Background: an optimization exercise with open tools, aiming at small area and a short achievable clock period. Do not read the settings as production practice. In this exercise RTL edits were held to simulation tests only and were not proved equivalent to the original. The clock port is modelled as an ideal driver, which makes a skipped or thinned clock tree look cheaper than it is; a real chip needs a root buffer or a tree. Power is estimated from default activity; no workload was simulated.

== run 1 ==
// pattern_top
module pattern_top (
	input  logic        clk_usb,
	input  logic        reset_i,
	input  logic [2:0]  ctl_i,
	input  logic [15:0] usb_data_i,
	input  logic        trigger_i,
	output logic [15:0] dout_o,
	output logic        dvalid_o,
	output logic        load_done_o
);
Size: about 2200 cells after synthesis, roughly 1200 flip-flops, about 40 I/O pins, about 41000 um2 of cells after synthesis.
clock: 4.0 ns
lec_check: 0
abc_clock_period_in_ps: 1700
cap_margin: 20
core_margin: 2
core_utilization: 65
cts_cluster_diameter: 100
cts_cluster_size: 25
setup_slack_margin: 2.42
slew_margin: 20
standard.sh (not shown) runs the stock make flow with config.mk's settings and CLKGATE_MAP_FILE= SYNTH_SCRIPT=/design/flow/synth_recipe.tcl, a recipe that flattens the netlist after the stock synthesis.
==> flow/flow/run.sh <==
#!/bin/bash
# The standard layout, except that the clock tree is built by
# flow/cts_hook.tcl: clock port -> 4 root inverters -> leaf inverters -> flops
# (two inversions, so every flop sees the clock's rising edge).
set -o pipefail
export PRE_CTS_TCL=$PWD/flow/cts_hook.tcl
export MYCTS_LEAVES=${MYCTS_LEAVES:-60}
export MYCTS_ROOTS=${MYCTS_ROOTS:-4}
export MYCTS_LEAF_CELL=${MYCTS_LEAF_CELL:-sky130_fd_sc_hd__clkinv_8}
export MYCTS_ROOT_CELL=${MYCTS_ROOT_CELL:-sky130_fd_sc_hd__clkinv_16}
bash standard.sh > standard_flow.log 2>&1
st=$?
cp orfs/logs/sky130hd/pattern_top/base/4_1_cts.log cts_step.log 2>/dev/null
exit $st
==> flow/flow/cts_hook.tcl <==
# Sourced by ORFS's cts.tcl (PRE_CTS_TCL) before it builds the clock tree:
# replace TritonCTS with a two-level tree built by build_tree (mytree.tcl).
# The rest of cts.tcl (legalisation, timing repair) runs unchanged.
source [file join [file dirname [info script]] mytree.tcl]
rename clock_tree_synthesis __tritoncts
proc clock_tree_synthesis {args} {
  build_tree clk_usb $::env(MYCTS_LEAVES) $::env(MYCTS_ROOTS) \
    $::env(MYCTS_LEAF_CELL) $::env(MYCTS_ROOT_CELL)
  set_propagated_clock [all_clocks]
}
==> flow/flow/mytree.tcl <==
# Build a two-level clock tree: clock port -> NR root buffers -> K leaf buffers -> flops.
proc kmeans {pts k iters {capf 1.15}} {
  # pts: list of {x y}; returns list of assignments and centroids
  set n [llength $pts]
  # init: sort by x then pick evenly spaced
  set cents {}
  set sorted [lsort -real -index 0 $pts]
  set side [expr {int(ceil(sqrt($k)))}]
  # grid init over bounding box
  set xs [lmap p $pts {lindex $p 0}]; set ys [lmap p $pts {lindex $p 1}]
  set x0 [tcl::mathfunc::min {*}$xs]; set x1 [tcl::mathfunc::max {*}$xs]
  set y0 [tcl::mathfunc::min {*}$ys]; set y1 [tcl::mathfunc::max {*}$ys]
  for {set i 0} {$i < $k} {incr i} {
    set p [lindex $pts [expr {int(($i + 0.5) * $n / $k)}]]
    lappend cents $p
  }
  # better init: grid
  set cents {}
  set rows [expr {int(ceil(double($k) / $side))}]
  for {set r 0} {$r < $rows} {incr r} {
    for {set c 0} {$c < $side} {incr c} {
      if {[llength $cents] >= $k} break
      lappend cents [list [expr {$x0 + ($c + 0.5) * ($x1 - $x0) / $side}] [expr {$y0 + ($r + 0.5) * ($y1 - $y0) / $rows}]]
    }
  }
  set cap [expr {int(ceil($capf * $n / $k))}]
  for {set it 0} {$it < $iters} {incr it} {
    # capacitated assignment: greedy by distance
    set cand {}
    set i 0
    foreach p $pts {
      set j 0
      foreach c $cents {
        set d [expr {abs([lindex $p 0] - [lindex $c 0]) + abs([lindex $p 1] - [lindex $c 1])}]
        lappend cand [list $d $i $j]
        incr j
      }
      incr i
    }
    set cand [lsort -real -index 0 $cand]
    set asg [lrepeat $n -1]
    set cnt [lrepeat $k 0]
    foreach e $cand {
      lassign $e d i j
      if {[lindex $asg $i] >= 0} continue
      if {[lindex $cnt $j] >= $cap} continue
      lset asg $i $j
      lset cnt $j [expr {[lindex $cnt $j] + 1}]
    }
    set sx [lrepeat $k 0.0]; set sy [lrepeat $k 0.0]
    set i 0
    foreach p $pts {
      set j [lindex $asg $i]
      lset sx $j [expr {[lindex $sx $j] + [lindex $p 0]}]
      lset sy $j [expr {[lindex $sy $j] + [lindex $p 1]}]
      incr i
    }
    set nc {}
    for {set j 0} {$j < $k} {incr j} {
      set m [lindex $cnt $j]
      if {$m > 0} { lappend nc [list [expr {[lindex $sx $j] / $m}] [expr {[lindex $sy $j] / $m}]] } else { lappend nc [lindex $cents $j] }
    }
    set cents $nc
  }
  return [list $asg $cents $cnt]
}

proc outpin {inst} {
  set it [$inst findITerm X]
  if {$it == "NULL" || $it == ""} { set it [$inst findITerm Y] }
  return $it
}

proc build_tree {clknet_name K NR leaf_master root_master} {
  set block [ord::get_db_block]
  set db [ord::get_db]
  set clknet [$block findNet $clknet_name]
  set lm [$db findMaster $leaf_master]
  set rm [$db findMaster $root_master]
  set sinks {}
  set pts {}
  foreach it [$clknet getITerms] {
    set inst [$it getInst]
    set b [$inst getBBox]
    lappend sinks $it
    lappend pts [list [expr {([$b xMin] + [$b xMax]) / 2.0}] [expr {([$b yMin] + [$b yMax]) / 2.0}]]
  }
  puts "sinks [llength $sinks]"
  lassign [kmeans $pts $K 8 1.06] asg cents cnt
  puts "cluster sizes $cnt"
  # leaf buffers
  set leaves {}
  for {set j 0} {$j < $K} {incr j} {
    set inst [odb::dbInst_create $block $lm "ctsleaf_$j"]
    set net [odb::dbNet_create $block "clk_leaf_$j"]
    $net setSigType CLOCK
    lassign [lindex $cents $j] cx cy
    $inst setLocation [expr {int($cx) - [$lm getWidth] / 2}] [expr {int($cy)}]
    $inst setPlacementStatus PLACED
    [outpin $inst] connect $net
    lappend leaves [list $inst $net $cx $cy]
  }
  set i 0
  foreach it $sinks {
    set j [lindex $asg $i]
    $it disconnect
    $it connect [lindex [lindex $leaves $j] 1]
    incr i
  }
  # roots: split leaves by angle/quadrant around the centroid
  set mx 0.0; set my 0.0
  foreach l $leaves { set mx [expr {$mx + [lindex $l 2]}]; set my [expr {$my + [lindex $l 3]}] }
  set mx [expr {$mx / $K}]; set my [expr {$my / $K}]
  set rpts [lmap l $leaves {list [lindex $l 2] [lindex $l 3]}]
  if {$NR > 1} {
    lassign [kmeans $rpts $NR 8 1.0] rasg rcents rcnt
  } else {
    set rasg [lrepeat $K 0]; set rcents [list [list $mx $my]]; set rcnt [list $K]
  }
  puts "root sizes $rcnt"
  for {set r 0} {$r < $NR} {incr r} {
    set inst [odb::dbInst_create $block $rm "ctsroot_$r"]
    set net [odb::dbNet_create $block "clk_root_$r"]
    $net setSigType CLOCK
    lassign [lindex $rcents $r] cx cy
    $inst setLocation [expr {int($cx) - [$rm getWidth] / 2}] [expr {int($cy)}]
    $inst setPlacementStatus PLACED
    [outpin $inst] connect $net
    [$inst findITerm A] connect $clknet
    set roots($r) $net
  }
  set j 0
  foreach l $leaves {
    [[lindex $l 0] findITerm A] connect $roots([lindex $rasg $j])
    incr j
  }
}
The inputs of run 2 differ from those of run 1 as listed below.
# run 1
export LEC_CHECK = 0
export ABC_CLOCK_PERIOD_IN_PS = 1700
export CAP_MARGIN = 20
export CORE_MARGIN = 2
export CORE_UTILIZATION = 65
export CTS_CLUSTER_DIAMETER = 100
export CTS_CLUSTER_SIZE = 25
export SETUP_SLACK_MARGIN = 2.42
export SLEW_MARGIN = 20
create_clock -name core_clock -period 4.0 [get_ports {clk_usb}]
# run 2
export LEC_CHECK = 0
export ABC_CLOCK_PERIOD_IN_PS = 1700
export CAP_MARGIN = 20
export CORE_MARGIN = 2
export CORE_UTILIZATION = 40
export CTS_CLUSTER_DIAMETER = 100
export CTS_CLUSTER_SIZE = 25
export SETUP_SLACK_MARGIN = 2.45
export SLEW_MARGIN = 20
create_clock -name core_clock -period 4.0 [get_ports {clk_usb}]
==> flow/flow/run.sh <==
#!/bin/bash
# The standard layout, except that the clock tree is built by
# flow/cts_hook.tcl: clock port -> 4 root buffers -> leaf buffers -> flops.
set -o pipefail
export PRE_CTS_TCL=$PWD/flow/cts_hook.tcl
export MYCTS_LEAVES=${MYCTS_LEAVES:-46}
export MYCTS_ROOTS=${MYCTS_ROOTS:-4}
bash standard.sh > standard_flow.log 2>&1
st=$?
cp orfs/logs/sky130hd/pattern_top/base/4_1_cts.log cts_step.log 2>/dev/null
exit $st
diff --git a/flow/flow/cts_hook.tcl b/flow/flow/cts_hook.tcl
--- a/flow/flow/cts_hook.tcl
+++ b/flow/flow/cts_hook.tcl
@@ -8 +8 @@
-    $::env(MYCTS_LEAF_CELL) $::env(MYCTS_ROOT_CELL)
+    sky130_fd_sc_hd__clkbuf_16 sky130_fd_sc_hd__clkbuf_16
diff --git a/flow/flow/mytree.tcl b/flow/flow/mytree.tcl
--- a/flow/flow/mytree.tcl
+++ b/flow/flow/mytree.tcl
@@ -2 +2 @@
-proc kmeans {pts k iters {capf 1.15}} {
+proc kmeans {pts k iters} {
@@ -26 +26 @@
-  set cap [expr {int(ceil($capf * $n / $k))}]
+  set cap [expr {int(ceil(1.15 * $n / $k))}]
@@ -68,6 +67,0 @@
-proc outpin {inst} {
-  set it [$inst findITerm X]
-  if {$it == "NULL" || $it == ""} { set it [$inst findITerm Y] }
-  return $it
-}
-
@@ -89 +83 @@
-  lassign [kmeans $pts $K 8 1.06] asg cents cnt
+  lassign [kmeans $pts $K 8] asg cents cnt
@@ -100 +94 @@
-    [outpin $inst] connect $net
+    [$inst findITerm X] connect $net
@@ -116 +110 @@
-    lassign [kmeans $rpts $NR 8 1.0] rasg rcents rcnt
+    lassign [kmeans $rpts $NR 8] rasg rcents rcnt
@@ -128 +122 @@
-    [outpin $inst] connect $net
+    [$inst findITerm X] connect $net
[summary]
Compared with run 1, in run 2 worst hold slack increased by 0.037 ns relative to the old numbers; total area of multi-input combinational cells moved up. On clock power share: between run 1 and run 2, it ends up lower for run 1. Re number of cells upsized or downsized after cts: run 1 and run 2 aren't equal, and the lower value belongs to run 1. Re final cell count: run 2 is about 16% up on run 1.
Input-level comparison between run 3 and run 2:
# run 2
export LEC_CHECK = 0
export ABC_CLOCK_PERIOD_IN_PS = 1700
export CAP_MARGIN = 20
export CORE_MARGIN = 2
export CORE_UTILIZATION = 40
export CTS_CLUSTER_DIAMETER = 100
export CTS_CLUSTER_SIZE = 25
export SETUP_SLACK_MARGIN = 2.45
export SLEW_MARGIN = 20
create_clock -name core_clock -period 4.0 [get_ports {clk_usb}]
# run 3
export LEC_CHECK = 0
export ABC_CLOCK_PERIOD_IN_PS = 1700
export CAP_MARGIN = 20
export CORE_MARGIN = 2
export CORE_UTILIZATION = 55
export CTS_CLUSTER_DIAMETER = 100
export CTS_CLUSTER_SIZE = 25
export SETUP_SLACK_MARGIN = 2.42
export SLEW_MARGIN = 20
create_clock -name core_clock -period 4.0 [get_ports {clk_usb}]
diff --git a/flow/flow/run.sh b/flow/flow/run.sh
--- a/flow/flow/run.sh
+++ b/flow/flow/run.sh
@@ -3 +3,2 @@
-# flow/cts_hook.tcl: clock port -> 4 root buffers -> leaf buffers -> flops.
+# flow/cts_hook.tcl: clock port -> 4 root inverters -> leaf inverters -> flops
+# (two inversions, so every flop sees the clock's rising edge).
@@ -6 +7 @@
-export MYCTS_LEAVES=${MYCTS_LEAVES:-46}
+export MYCTS_LEAVES=${MYCTS_LEAVES:-60}
@@ -7,0 +9,2 @@
+export MYCTS_LEAF_CELL=${MYCTS_LEAF_CELL:-sky130_fd_sc_hd__clkinv_8}
+export MYCTS_ROOT_CELL=${MYCTS_ROOT_CELL:-sky130_fd_sc_hd__clkinv_16}
diff --git a/flow/flow/cts_hook.tcl b/flow/flow/cts_hook.tcl
--- a/flow/flow/cts_hook.tcl
+++ b/flow/flow/cts_hook.tcl
@@ -8 +8 @@
-    sky130_fd_sc_hd__clkbuf_16 sky130_fd_sc_hd__clkbuf_16
+    $::env(MYCTS_LEAF_CELL) $::env(MYCTS_ROOT_CELL)
diff --git a/flow/flow/mytree.tcl b/flow/flow/mytree.tcl
--- a/flow/flow/mytree.tcl
+++ b/flow/flow/mytree.tcl
@@ -2 +2 @@
-proc kmeans {pts k iters} {
+proc kmeans {pts k iters {capf 1.15}} {
@@ -26 +26 @@
-  set cap [expr {int(ceil(1.15 * $n / $k))}]
+  set cap [expr {int(ceil($capf * $n / $k))}]
@@ -67,0 +68,6 @@
+proc outpin {inst} {
+  set it [$inst findITerm X]
+  if {$it == "NULL" || $it == ""} { set it [$inst findITerm Y] }
+  return $it
+}
+
@@ -83 +89 @@
-  lassign [kmeans $pts $K 8] asg cents cnt
+  lassign [kmeans $pts $K 8 1.06] asg cents cnt
@@ -94 +100 @@
-    [$inst findITerm X] connect $net
+    [outpin $inst] connect $net
@@ -110 +116 @@
-    lassign [kmeans $rpts $NR 8] rasg rcents rcnt
+    lassign [kmeans $rpts $NR 8 1.0] rasg rcents rcnt
@@ -122 +128 @@
-    [$inst findITerm X] connect $net
+    [outpin $inst] connect $net
[summary]
- Comparing run 3 against run 2, there is no change at all in number of flip-flops and latches in the synthesized netlist.
- Having completed the whole flow, run 2 delivered a layout that passed the timing, DRC and antenna checks.
- Run 3: no failed stages, no open violations at the end
- Fraction of final layout cells sized beyond drive strength 1 for run 3 is lower than for run 2.
- Compared with run 2, routed wire length in run 3 decreased by a few percent.
In every run of this note, the design's own scripts or RTL, not TritonCTS, make the clock network.

==> static timing again, ports no longer ideal <==
Ports are ideal in the flow. The routed layouts listed here were re-timed in OpenROAD. Step 1 (the two cells are an assumption about what drives the block):
set clk [get_ports {clk_usb}]
set_driving_cell -lib_cell sky130_fd_sc_hd__clkbuf_16 $clk
set_driving_cell -lib_cell sky130_fd_sc_hd__buf_2 [delete_from_list [all_inputs] $clk]
Step 2 moves the port delays by t, midway between the first and last clock arrival at a register: inputs arrive t later, outputs are due t later. That takes back most of the time a late clock gives input paths. Three values: no drivers, after step 1, after step 2; two values: the first two.
run | t (ns) | setup WS [ns] | worst slew at a driven data input, ns
run 1 | 0.641 | 2.320 / 2.073 / 2.095 | 0.07
run 2 | 0.596 | 2.289 / 2.136 / 2.226 | 0.03
run 3 | 0.645 | 2.316 / 2.035 / 2.229 | 0.04
After both steps every run listed still meets setup and hold. The setup slack of run 1, which loses most, moves by -0.247 ns with the drivers and by -0.225 ns with both steps.
